This design comes from an exercise in tuning for small area, a short achievable clock period and few clock cycles per item on the open sky130 flow, not from production work.
RTL that was checked went through simulation tests only; none was proved equivalent to the original.
No activity file was given, so power comes from the tool's default toggle rates.

== run 3 ==
// join_top
module join_top (
  input  logic        ap_clk,
  input  logic        rst_n,
  input  logic        host_cyc,
  input  logic        host_stb,
  input  logic        host_we,
  input  logic [31:0] host_adr,
  input  logic [31:0] host_dat_w,
  output logic        host_ack,
  output logic [31:0] host_dat_r,
  output logic        mem_cyc,
  output logic        mem_stb,
  output logic        mem_we,
  output logic [31:0] mem_adr,
  output logic [31:0] mem_dat_w,
  input  logic        mem_ack,
  input  logic [31:0] mem_dat_r
);
localparam WINDOW_DEPTH    = 16;   
localparam REG_CTRL        = 8'h00;   
localparam REG_RESULT_BASE = 8'h04;
localparam REG_RESULT_MAX  = 8'h08;
localparam REG_WINDOW      = 8'h0C;   
localparam REG_STREAM      = 8'h10;   
localparam REG_STATUS      = 8'h14;
  logic        rd_ack_q;      
  logic        h_v, b_v;      
  logic        h_s, b_s;      
  logic [15:0] h_d, b_d;      
  logic [7:0]  wkey [WINDOW_DEPTH];
  logic [7:0]  wval [WINDOW_DEPTH];
  logic [3:0]  wr_ptr;        
  logic        wfull;         
  logic [7:0]  p_key;         
  logic [7:0]  p_sval;
  logic [15:0] p_mask;        
  logic        p_valid;       
  logic [31:0] result_base;
  logic [15:0] result_max;
  logic [15:0] count;
  logic        over;
  logic        room_q;        
  logic        rc_q;          
  logic        stb_q;         
  logic [27:0] dat_q;         
  logic [31:2] adr_q;         
  logic        adr_c;         
  logic [31:0] rd_q;
  logic [15:0] p_below;       
  logic [15:0] p_low;         
  logic [15:0] p_rest;
  logic        free, take, issue, pop;
  logic [3:0] p_grp;          
  logic [3:0] p_grp_below;    
  always_comb begin
    for (int g = 0; g < 4; g++) p_grp[g] = |p_mask[4*g +: 4];
    p_grp_below[0] = 1'b0;
    p_grp_below[1] = p_grp[0];
  ...
Settings: LEC_CHECK=0, CAP_MARGIN=20, CORE_MARGIN=2, CORE_UTILIZATION=40, CTS_CLUSTER_DIAMETER=60, CTS_CLUSTER_SIZE=40, SETUP_SLACK_MARGIN=2.8, SLEW_MARGIN=20, TNS_END_PERCENT=10; clock period 5.0 ns.
standard.sh (not shown) runs the stock make flow with config.mk's settings and CLKGATE_MAP_FILE= SYNTH_SCRIPT=/design/flow/synth_recipe.tcl, a recipe that flattens the netlist after the stock synthesis.
==> flow/flow/run.sh <==
#!/bin/bash
# The standard layout, with the port buffers made from sky130_fd_sc_hd__buf_2
# cells instead of the cell buffer_ports picks by default. The make output goes
# to flow_make.log here; ORFS's per-step logs stay under orfs/logs.
set -euo pipefail
export BUFFER_PORTS_ARGS="-buffer_cell sky130_fd_sc_hd__buf_2"
bash standard.sh finish > flow_make.log 2>&1
Testbench counts of run 3, summed over its fixed seeds: cycles 6,408, items 1,432.
For run 5, these inputs were changed with respect to run 3:
diff --git a/flow/design.v b/flow/design.v
--- a/flow/design.v
+++ b/flow/design.v
@@ -118,33 +118,43 @@
   assign host_dat_r = rd_q;
   always_ff @(posedge ap_clk or negedge rst_n) begin
     if (!rst_n) begin
       result_base <= '0;
       result_max  <= '0;
     end else begin
       if (op_base) result_base <= host_dat_w;
       if (op_max)  result_max  <= host_dat_w[15:0];
     end
   end
   logic        h_go, win_go, ld_str;
+  logic        h_new, h_up, b_new;
   logic [15:0] wvalid, match;    
   always_comb begin
     for (int i = 0; i < WINDOW_DEPTH; i++) begin
       wvalid[i] = wfull || (4'(i) < wr_ptr);
       match[i]  = wvalid[i] && (wkey[i] == h_d[15:8]);
     end
   end
   assign win_go = h_v && !h_s && !p_mask[wr_ptr];
   assign ld_str = h_v && h_s && !p_valid;
-  assign h_go   = win_go || ld_str;
-  logic h_new, h_up, b_new;
+  logic h_nm_q, h_old_q;
+  always_ff @(posedge ap_clk or negedge rst_n) begin
+    if (!rst_n) begin
+      h_nm_q  <= 1'b0;
+      h_old_q <= 1'b0;
+    end else begin
+      h_nm_q  <= !(|match);
+      h_old_q <= !(h_new || h_up);
+    end
+  end
+  assign h_go   = win_go || ld_str || (h_v && h_s && h_nm_q && h_old_q);
   assign h_new = w_buf && (h_go || !h_v);
   assign h_up  = h_go && !w_buf;
   assign b_new = w_buf && h_v && !h_go;
   always_ff @(posedge ap_clk) begin
     if (h_new) begin
       h_s <= (offset == REG_STREAM);
       h_d <= host_dat_w[15:0];
     end else if (h_up) begin
       h_s <= b_s;
       h_d <= b_d;
     end
## What came out
[compare] base=run 3 new=run 5: multi-input gate share of the layout cell area grew by 0.37 points; utilization picked up an extra 1.6 points.
Share of power burned in the clock network: lower on run 3
When the final numbers for run 3 and run 5 were put side by side, the combinational share of power turned out to be greater in run 3.
Flops: run 5 more than run 3
Run 3 → run 5: simple-gate share of the synthesized area comparable; worst path arrival time now larger.
Synthesized cell count up 29 in run 5 wrt run 3
| worst setup slack | run 3 vs run 5 | ≈ equal |
Per the comparison of run 5 with run 3, via count higher, global-route usage lower, cell area grew by about 3.6%, critical path depth increased 3.
For run 5, only the layout was checked, not whether the RTL still works.

---

join_top, a different RTL version from the one above (not shown whole).
Size: ~1600 cells after synthesis, about 460 flip-flops, roughly 200 I/O pins, about 20000 µm² of cells after synthesis.
Settings: LEC_CHECK=0, CAP_MARGIN=20, CORE_MARGIN=2, CORE_UTILIZATION=55, CTS_CLUSTER_DIAMETER=60, CTS_CLUSTER_SIZE=40, SETUP_SLACK_MARGIN=2.8, SLEW_MARGIN=20, TNS_END_PERCENT=10; clock period 5.0 ns.
Scripts as last shown in full above: flow/flow/run.sh
Edit:
--- a/flow/design.v
+++ b/flow/design.v
@@ -89,23 +89,23 @@
   end
   assign pop     = take && (!room_q || !p_multi);   
   logic [15:0] wvalid, match;    
   logic [7:0]  offset;
   logic        req, a_win, a_str, acc_win, ld_str, acc_str, acc_oth, acc;
   logic        op_base, op_max, op_clr;    
   assign offset  = host_adr[7:0];
   assign req     = host_cyc && host_stb && !ack_q;
   assign a_win   = host_we && (offset == REG_WINDOW);
   assign a_str   = host_we && (offset == REG_STREAM);
   assign acc_win = req && a_win && !p_mask[wr_ptr];
-  assign ld_str  = req && a_str && (!p_valid || pop);   
+  assign ld_str  = req && a_str && !p_valid;   
   assign acc_str = ld_str || (req && a_str && !(|match));   
   assign acc_oth = req && !a_win && !a_str;
   assign acc     = acc_win || acc_str || acc_oth;
   logic win_q;
   always_ff @(posedge ap_clk or negedge rst_n) begin
     if (!rst_n) begin
       ack_q <= 1'b0;
       win_q   <= 1'b0;
       op_base <= 1'b0;
       op_max  <= 1'b0;
       op_clr  <= 1'b0;
@@ -155,23 +155,23 @@
       wr_ptr <= wr_ptr + 1'b1;
       if (wr_ptr == 4'hF) wfull <= 1'b1;
     end
   end
   always_comb begin
     for (int i = 0; i < WINDOW_DEPTH; i++) begin
       wvalid[i] = wfull || (4'(i) < wr_ptr);
       match[i]  = wvalid[i] && (wkey[i] == host_dat_w[15:8]);
     end
   end
   always_ff @(posedge ap_clk) begin
-    if (!p_valid || pop) begin
+    if (!p_valid) begin
       p_key  <= host_dat_w[15:8];
       p_sval <= host_dat_w[7:0];
     end
   end
   always_ff @(posedge ap_clk or negedge rst_n) begin
     if (!rst_n) begin
       p_mask  <= '0;
       p_valid <= 1'b0;
     end else if (ld_str) begin
       p_mask  <= match;
       p_valid <= |match;
Effect: Total power fell by 17%. Worst setup slack gains 0.037 ns. Utilization is about the same. Routed wire length rose by 0.61%. Clock skew barely changes.
Function was not checked in any run of this note: the RTL went through the layout flow alone.

---

## old
join_top, a different RTL version from the one above (not shown whole).
For scale: ~460 flip-flops, about 200 I/O pins, about 21,000 sq um of cells after synthesis.
clock: 5.0 ns
lec_check: 0
cap_margin: 20
core_margin: 2
core_utilization: 55
cts_cluster_diameter: 60
cts_cluster_size: 40
setup_slack_margin: 2.8
slew_margin: 20
tns_end_percent: 10
Scripts as last shown in full above: flow/flow/run.sh
Relative to old, the following input files were edited for new:
-- flow/design.v --
<<< old, line 76
  assign take    = free && p_valid;           
  assign issue   = take && room_q;
  logic [3:0] p_grp2;
  logic       p_multi;
  always_comb begin
    for (int g = 0; g < 4; g++)
      p_grp2[g] = (p_mask[4*g] & (p_mask[4*g+1] | p_mask[4*g+2] | p_mask[4*g+3]))
                | (p_mask[4*g+1] & (p_mask[4*g+2] | p_mask[4*g+3]))
                | (p_mask[4*g+2] & p_mask[4*g+3]);
    p_multi = (|p_grp2)
            | (p_grp[0] & (p_grp[1] | p_grp[2] | p_grp[3]))
            | (p_grp[1] & (p_grp[2] | p_grp[3]))
            | (p_grp[2] & p_grp[3]);
  end
  assign pop     = take && (!room_q || !p_multi);   
  logic [15:0] wvalid, match;    
  logic [7:0]  offset;
>>> new, line 76
  assign take    = free && p_valid;           
  assign issue   = take && room_q;
  assign pop     = take && (!room_q || (p_rest == '0));   
  logic [15:0] wvalid, match;    
  logic [7:0]  offset;
<<< old, line 181
    end
  end
  logic [7:0] p_wval, g_wval [4];
  logic [3:0] p_slot;
  logic [1:0] g_slot [4];
  logic [3:0] g_first;        
  always_comb begin
    for (int g = 0; g < 4; g++) begin
      logic [3:0] m;
      m = p_mask[4*g +: 4];
      g_wval[g] = m[0] ? wval[4*g]     :
                  m[1] ? wval[4*g + 1] :
                  m[2] ? wval[4*g + 2] : wval[4*g + 3];
      g_slot[g] = m[0] ? 2'd0 : m[1] ? 2'd1 : m[2] ? 2'd2 : 2'd3;
      g_first[g] = p_grp[g] & !p_grp_below[g];
    end
    p_wval = '0;
    p_slot = '0;
    for (int g = 0; g < 4; g++) begin
      p_wval = p_wval | ({8{g_first[g]}} & g_wval[g]);
      p_slot = p_slot | ({4{g_first[g]}} & {2'(g), g_slot[g]});
    end
  end
>>> new, line 169
    end
  end
  logic [7:0] p_wval;
  logic [3:0] p_slot;
  always_comb begin
    p_wval = '0;
    p_slot = '0;
    for (int i = 0; i < 16; i++) begin
      p_wval = p_wval | ({8{p_low[i]}} & wval[i]);
      p_slot = p_slot | ({4{p_low[i]}} & 4'(i));
    end
  end
## What came out
old has higher worst-skew pair later-pin latency than new. Looking at start point of the critical path, the result_base[10] result is from old; the p_mask[6] one comes from new. Number of buffers other than clock buffers in the final layout (new vs. old) decreases by more than 10%. NOTE number of setup buffers added after CTS old->new decreased by more than a quarter. On new: pin count of the biggest net entering global routing is 1 higher than what old gave. When the final numbers for new and old were put side by side, the worst slack after detailed placement turned out to be greater in old. Reported net switching power shrinks by a few percent when moving from old to new. ~same clock share of power in new and old. Of new and old, the run reporting the lower mux contribution to synthesized area was new. Going from old to new, synthesized cell count shrank by 91, wire length shrank by 5.8%. | via count of the routed design | new vs old | better |. new -> old: met3 demand-to-capacity share in global routing flat. Relative to old, sequential share of layout area increased by 1.7 points in new. Least setup slack across all paths after layout in new is 0.030 ns above old.
No run of this note included a check of the RTL's function; only the layout flow was run.

---

The RTL this note starts from:
==> flow/design.v <==
localparam WINDOW_DEPTH    = 16;   
localparam REG_CTRL        = 8'h00;   
localparam REG_RESULT_BASE = 8'h04;
localparam REG_RESULT_MAX  = 8'h08;
localparam REG_WINDOW      = 8'h0C;   
localparam REG_STREAM      = 8'h10;   
localparam REG_STATUS      = 8'h14;
`timescale 1ns/10ps
module join_top (
  input  logic        ap_clk,
  input  logic        rst_n,
  input  logic        host_cyc,
  input  logic        host_stb,
  input  logic        host_we,
  input  logic [31:0] host_adr,
  input  logic [31:0] host_dat_w,
  output logic        host_ack,
  output logic [31:0] host_dat_r,
  output logic        mem_cyc,
  output logic        mem_stb,
  output logic        mem_we,
  output logic [31:0] mem_adr,
  output logic [31:0] mem_dat_w,
  input  logic        mem_ack,
  input  logic [31:0] mem_dat_r
);
localparam WINDOW_DEPTH    = 16;   
localparam REG_CTRL        = 8'h00;   
localparam REG_RESULT_BASE = 8'h04;
localparam REG_RESULT_MAX  = 8'h08;
localparam REG_WINDOW      = 8'h0C;   
localparam REG_STREAM      = 8'h10;   
localparam REG_STATUS      = 8'h14;
  logic        ack_q;         
  logic        ack_o;         
  logic [7:0]  wkey [WINDOW_DEPTH];
  logic [7:0]  wval [WINDOW_DEPTH];
  logic [15:0] wvalid;
  logic [3:0]  wr_ptr;        
  logic [7:0]  p_key;         
  logic [7:0]  p_sval;
  logic [15:0] p_mask;        
  logic [31:0] result_base;
  logic [15:0] result_max;
  logic [15:0] count;
  logic        over;
  logic        room_q;        
  logic        rc_q;          
  logic        stb_q;         
  logic        stb_o;         
  logic [27:0] dat_q;         
  logic [31:2] adr_q;         
  logic        adr_c;         
  logic [31:0] rd_q;
  logic [15:0] p_below;       
  logic [15:0] p_low;         
  logic [15:0] p_rest;
  logic        p_valid, free, take, issue, pop;
  always_comb begin
    logic acc_or;
    acc_or = 1'b0;
    for (int i = 0; i < 16; i++) begin
      p_below[i] = acc_or;
      acc_or     = acc_or | p_mask[i];
    end
  end
  assign p_low   = p_mask & ~p_below;
  assign p_rest  = p_mask & p_below;
  assign p_valid = |p_mask;
  assign free    = !stb_q || mem_ack;         
  assign take    = free && p_valid;           
  assign issue   = take && room_q;
  assign pop     = take && (!room_q || (p_rest == '0));   
  logic [7:0]  offset;
  logic        req, a_win, a_str, acc_win, acc_str, acc_oth, acc;
  logic        op_base, op_max, op_clr;
  assign offset  = host_adr[7:0];
  assign req     = host_cyc && host_stb && !ack_q;
  assign a_win   = host_we && (offset == REG_WINDOW);
  assign a_str   = host_we && (offset == REG_STREAM);
  assign acc_win = req && a_win && !p_mask[wr_ptr];
  assign acc_str = req && a_str && (!p_valid || pop);
  assign acc_oth = req && !a_win && !a_str;
  assign acc     = acc_win || acc_str || acc_oth;
  assign op_base = acc_oth && host_we && (offset == REG_RESULT_BASE);
  assign op_max  = acc_oth && host_we && (offset == REG_RESULT_MAX);
  assign op_clr  = acc_oth && host_we && (offset == REG_CTRL) && host_dat_w[0];
  always_ff @(posedge ap_clk or negedge rst_n) begin
    if (!rst_n) begin
      ack_q <= 1'b0;
      ack_o <= 1'b0;
    end else begin
      ack_q <= acc;
      ack_o <= acc;
    end
  end
  logic busy;
  assign busy = stb_q || p_valid;
  always_ff @(posedge ap_clk) begin
    case (offset)
      REG_RESULT_BASE: rd_q <= result_base;
      REG_RESULT_MAX:  rd_q <= {16'h0, result_max};
      REG_STATUS:      rd_q <= {14'h0, busy, over, count};
      default:         rd_q <= '0;
    endcase
  end
  assign host_ack   = ack_o;
  assign host_dat_r = rd_q;
  always_ff @(posedge ap_clk or negedge rst_n) begin
    if (!rst_n) begin
      result_base <= '0;
      result_max  <= '0;
    end else begin
      if (op_base) result_base <= host_dat_w;
      if (op_max)  result_max  <= host_dat_w[15:0];
    end
  end
  always_ff @(posedge ap_clk) begin
    if (acc_win) begin
      wkey[wr_ptr] <= host_dat_w[15:8];
      wval[wr_ptr] <= host_dat_w[7:0];
    end
  end
  always_ff @(posedge ap_clk or negedge rst_n) begin
    if (!rst_n) begin
      wvalid <= '0;
      wr_ptr <= '0;
    end else if (op_clr) begin
      wvalid <= '0;
      wr_ptr <= '0;
    end else if (acc_win) begin
      wvalid[wr_ptr] <= 1'b1;
      wr_ptr         <= wr_ptr + 1'b1;
    end
  end
  logic [15:0] match;
  always_comb begin
    for (int i = 0; i < WINDOW_DEPTH; i++)
      match[i] = wvalid[i] && (wkey[i] == host_dat_w[15:8]);
  end
  always_ff @(posedge ap_clk) begin
    if (acc_str) begin
      p_key  <= host_dat_w[15:8];
      p_sval <= host_dat_w[7:0];
    end
  end
  always_ff @(posedge ap_clk or negedge rst_n) begin
    if (!rst_n)       p_mask <= '0;
    else if (acc_str) p_mask <= match;
    else if (take)    p_mask <= room_q ? p_rest : '0;   
  end
  logic [7:0] p_wval;
  logic [3:0] p_slot;
  always_comb begin
    p_wval = '0;
    p_slot = '0;
    for (int i = 0; i < 16; i++) begin
      p_wval = p_wval | ({8{p_low[i]}} & wval[i]);
      p_slot = p_slot | ({4{p_low[i]}} & 4'(i));
    end
  end
  always_ff @(posedge ap_clk) begin
    if (issue) dat_q <= {p_key, p_sval, p_wval, p_slot};
  end
  always_ff @(posedge ap_clk or negedge rst_n) begin
    if (!rst_n) begin
      stb_q <= 1'b0;
      stb_o <= 1'b0;
      count <= '0;
      over  <= 1'b0;
    end else if (op_clr) begin
      stb_q <= 1'b0;
      stb_o <= 1'b0;
      count <= '0;
      over  <= 1'b0;
    end else begin
      if (free) begin
        stb_q <= issue;
        stb_o <= issue;
      end
      if (stb_q && mem_ack) count <= count + 1'b1;
      if (take && !room_q) over <= 1'b1;
    end
  end
  logic [16:0] n_next;
  assign n_next = {1'b0, count} + {16'h0, stb_q} + {16'h0, !rc_q};
  always_ff @(posedge ap_clk or negedge rst_n) begin
    if (!rst_n) begin
      room_q <= 1'b0;
      rc_q   <= 1'b0;
    end else begin
      rc_q <= op_max || op_clr;
      if (rc_q || issue) room_q <= n_next < {1'b0, result_max};
    end
  end
  always_ff @(posedge ap_clk) begin
    if (stb_q && mem_ack) begin
      adr_q <= adr_q + 1'b1;
      adr_c <= adr_c || (&adr_q[17:2]);
    end else begin
      {adr_c, adr_q[17:2]} <= {1'b0, result_base[17:2]} + {1'b0, count};
      adr_q[31:18]         <= result_base[31:18] + {13'h0, adr_c};
    end
  end
  assign mem_cyc   = stb_o;
  assign mem_stb   = stb_o;
  assign mem_we    = stb_o;
  assign mem_adr   = {adr_q, result_base[1:0]};
  assign mem_dat_w = {dat_q[27:4], 4'h0, dat_q[3:0]};
endmodule
make LEC_CHECK=0 CAP_MARGIN=20 CORE_MARGIN=2 CORE_UTILIZATION=40 SETUP_SLACK_MARGIN=2.8 SLEW_MARGIN=20 finish   # period 5.0 ns
run.sh (not shown) runs the stock make flow with config.mk's settings and CLKGATE_MAP_FILE= SYNTH_SCRIPT=/design/flow/synth_recipe.tcl, a recipe that flattens the netlist after the stock synthesis.
Stock flow here: none of the scripts above is used.
Then changed:
--- a/flow/design.v
+++ b/flow/design.v
@@ -33,12 +33,12 @@
 localparam REG_STATUS      = 8'h14;
   logic        ack_q;         
   logic        ack_o;         
   logic [7:0]  wkey [WINDOW_DEPTH];
   logic [7:0]  wval [WINDOW_DEPTH];
-  logic [15:0] wvalid;
   logic [3:0]  wr_ptr;        
+  logic        wfull;         
   logic [7:0]  p_key;         
   logic [7:0]  p_sval;
   logic [15:0] p_mask;        
   logic [31:0] result_base;
   logic [15:0] result_max;
@@ -121,24 +121,26 @@
       wval[wr_ptr] <= host_dat_w[7:0];
     end
   end
   always_ff @(posedge ap_clk or negedge rst_n) begin
     if (!rst_n) begin
-      wvalid <= '0;
       wr_ptr <= '0;
+      wfull  <= 1'b0;
     end else if (op_clr) begin
-      wvalid <= '0;
       wr_ptr <= '0;
+      wfull  <= 1'b0;
     end else if (acc_win) begin
-      wvalid[wr_ptr] <= 1'b1;
-      wr_ptr         <= wr_ptr + 1'b1;
-    end
-  end
-  logic [15:0] match;
+      wr_ptr <= wr_ptr + 1'b1;
+      if (wr_ptr == 4'hF) wfull <= 1'b1;
+    end
+  end
+  logic [15:0] wvalid, match;
   always_comb begin
-    for (int i = 0; i < WINDOW_DEPTH; i++)
-      match[i] = wvalid[i] && (wkey[i] == host_dat_w[15:8]);
+    for (int i = 0; i < WINDOW_DEPTH; i++) begin
+      wvalid[i] = wfull || (4'(i) < wr_ptr);
+      match[i]  = wvalid[i] && (wkey[i] == host_dat_w[15:8]);
+    end
   end
   always_ff @(posedge ap_clk) begin
     if (acc_str) begin
       p_key  <= host_dat_w[15:8];
       p_sval <= host_dat_w[7:0];
@@ -180,19 +182,20 @@
       end
       if (stb_q && mem_ack) count <= count + 1'b1;
       if (take && !room_q) over <= 1'b1;
     end
   end
-  logic [16:0] n_next;
-  assign n_next = {1'b0, count} + {16'h0, stb_q} + {16'h0, !rc_q};
+  logic [16:0] n_inc;
+  assign n_inc = {1'b0, count} + {16'h0, stb_q} + 17'd1;
   always_ff @(posedge ap_clk or negedge rst_n) begin
     if (!rst_n) begin
       room_q <= 1'b0;
       rc_q   <= 1'b0;
     end else begin
       rc_q <= op_max || op_clr;
-      if (rc_q || issue) room_q <= n_next < {1'b0, result_max};
+      if (rc_q)       room_q <= count < result_max;
+      else if (issue) room_q <= n_inc != {1'b0, result_max};
     end
   end
   always_ff @(posedge ap_clk) begin
     if (stb_q && mem_ack) begin
       adr_q <= adr_q + 1'b1;
What happened: The new run completed without violations; cell area shrinks slightly; first-iteration DRC count fell by roughly a tenth; total power fell by a few percent; count of clock-buffer cells in the layout came out lower by 5; combinational power increases by a quarter to a third; non-clock buffer count rose by 18; routed wire length went down by a few percent; hold slack hardly moves; critical path depth went up by 2; synthesized cell count drops by a few percent; core utilization climbs by 0.65 points; synthesized area came out lower by a few percent; setup slack gains 0.12 ns; flip-flop and latch count shrinks by 15.
No run of this note included a check of the RTL's function; only the layout flow was run.

## port drivers added, routing unchanged
In the flow no input, the clock included, has a driving cell. The finished layouts below were timed again as built, in two steps. Step 1 assumes that a clkbuf_16 drives the clock port and a buf_2 every other input. Step 2, shift: input delay + t, output delay - t, t = (earliest + latest rising clock arrival at the registers) / 2. This alone moves slack from input paths to output paths. a / b / c = no drivers / after step 1 / after step 2; a / b = the first two.
run | shift t [ns] | setup WS [ns] | latest minus earliest clock arrival (ns)
run 3 | 0.615 | 2.399 / 2.369 / 1.942 | 0.045 / 0.045
run 5 | 0.623 | 2.402 / 2.332 / 1.827 | 0.037 / 0.037
the first run of note 2 | 0.595 | 2.504 / 2.504 / 2.047 | 0.027 / 0.026
the second run of note 2 | 0.596 | 2.541 / 2.541 / 2.073 | 0.022 / 0.022
old | 0.609 | 2.335 / 2.335 / 2.027 | 0.026 / 0.027
new | 0.595 | 2.365 / 2.365 / 1.943 | 0.029 / 0.029
the first run of note 4 | 0.657 | 1.973 / 1.996 / 1.339 | 0.034 / 0.034
the second run of note 4 | 0.637 | 2.098 / 2.098 / 1.634 | 0.020 / 0.021
After both steps every run listed still meets setup and hold. The setup slack of the first run of note 4, which loses most, moves by +0.023 ns with the drivers and by -0.634 ns with both steps.
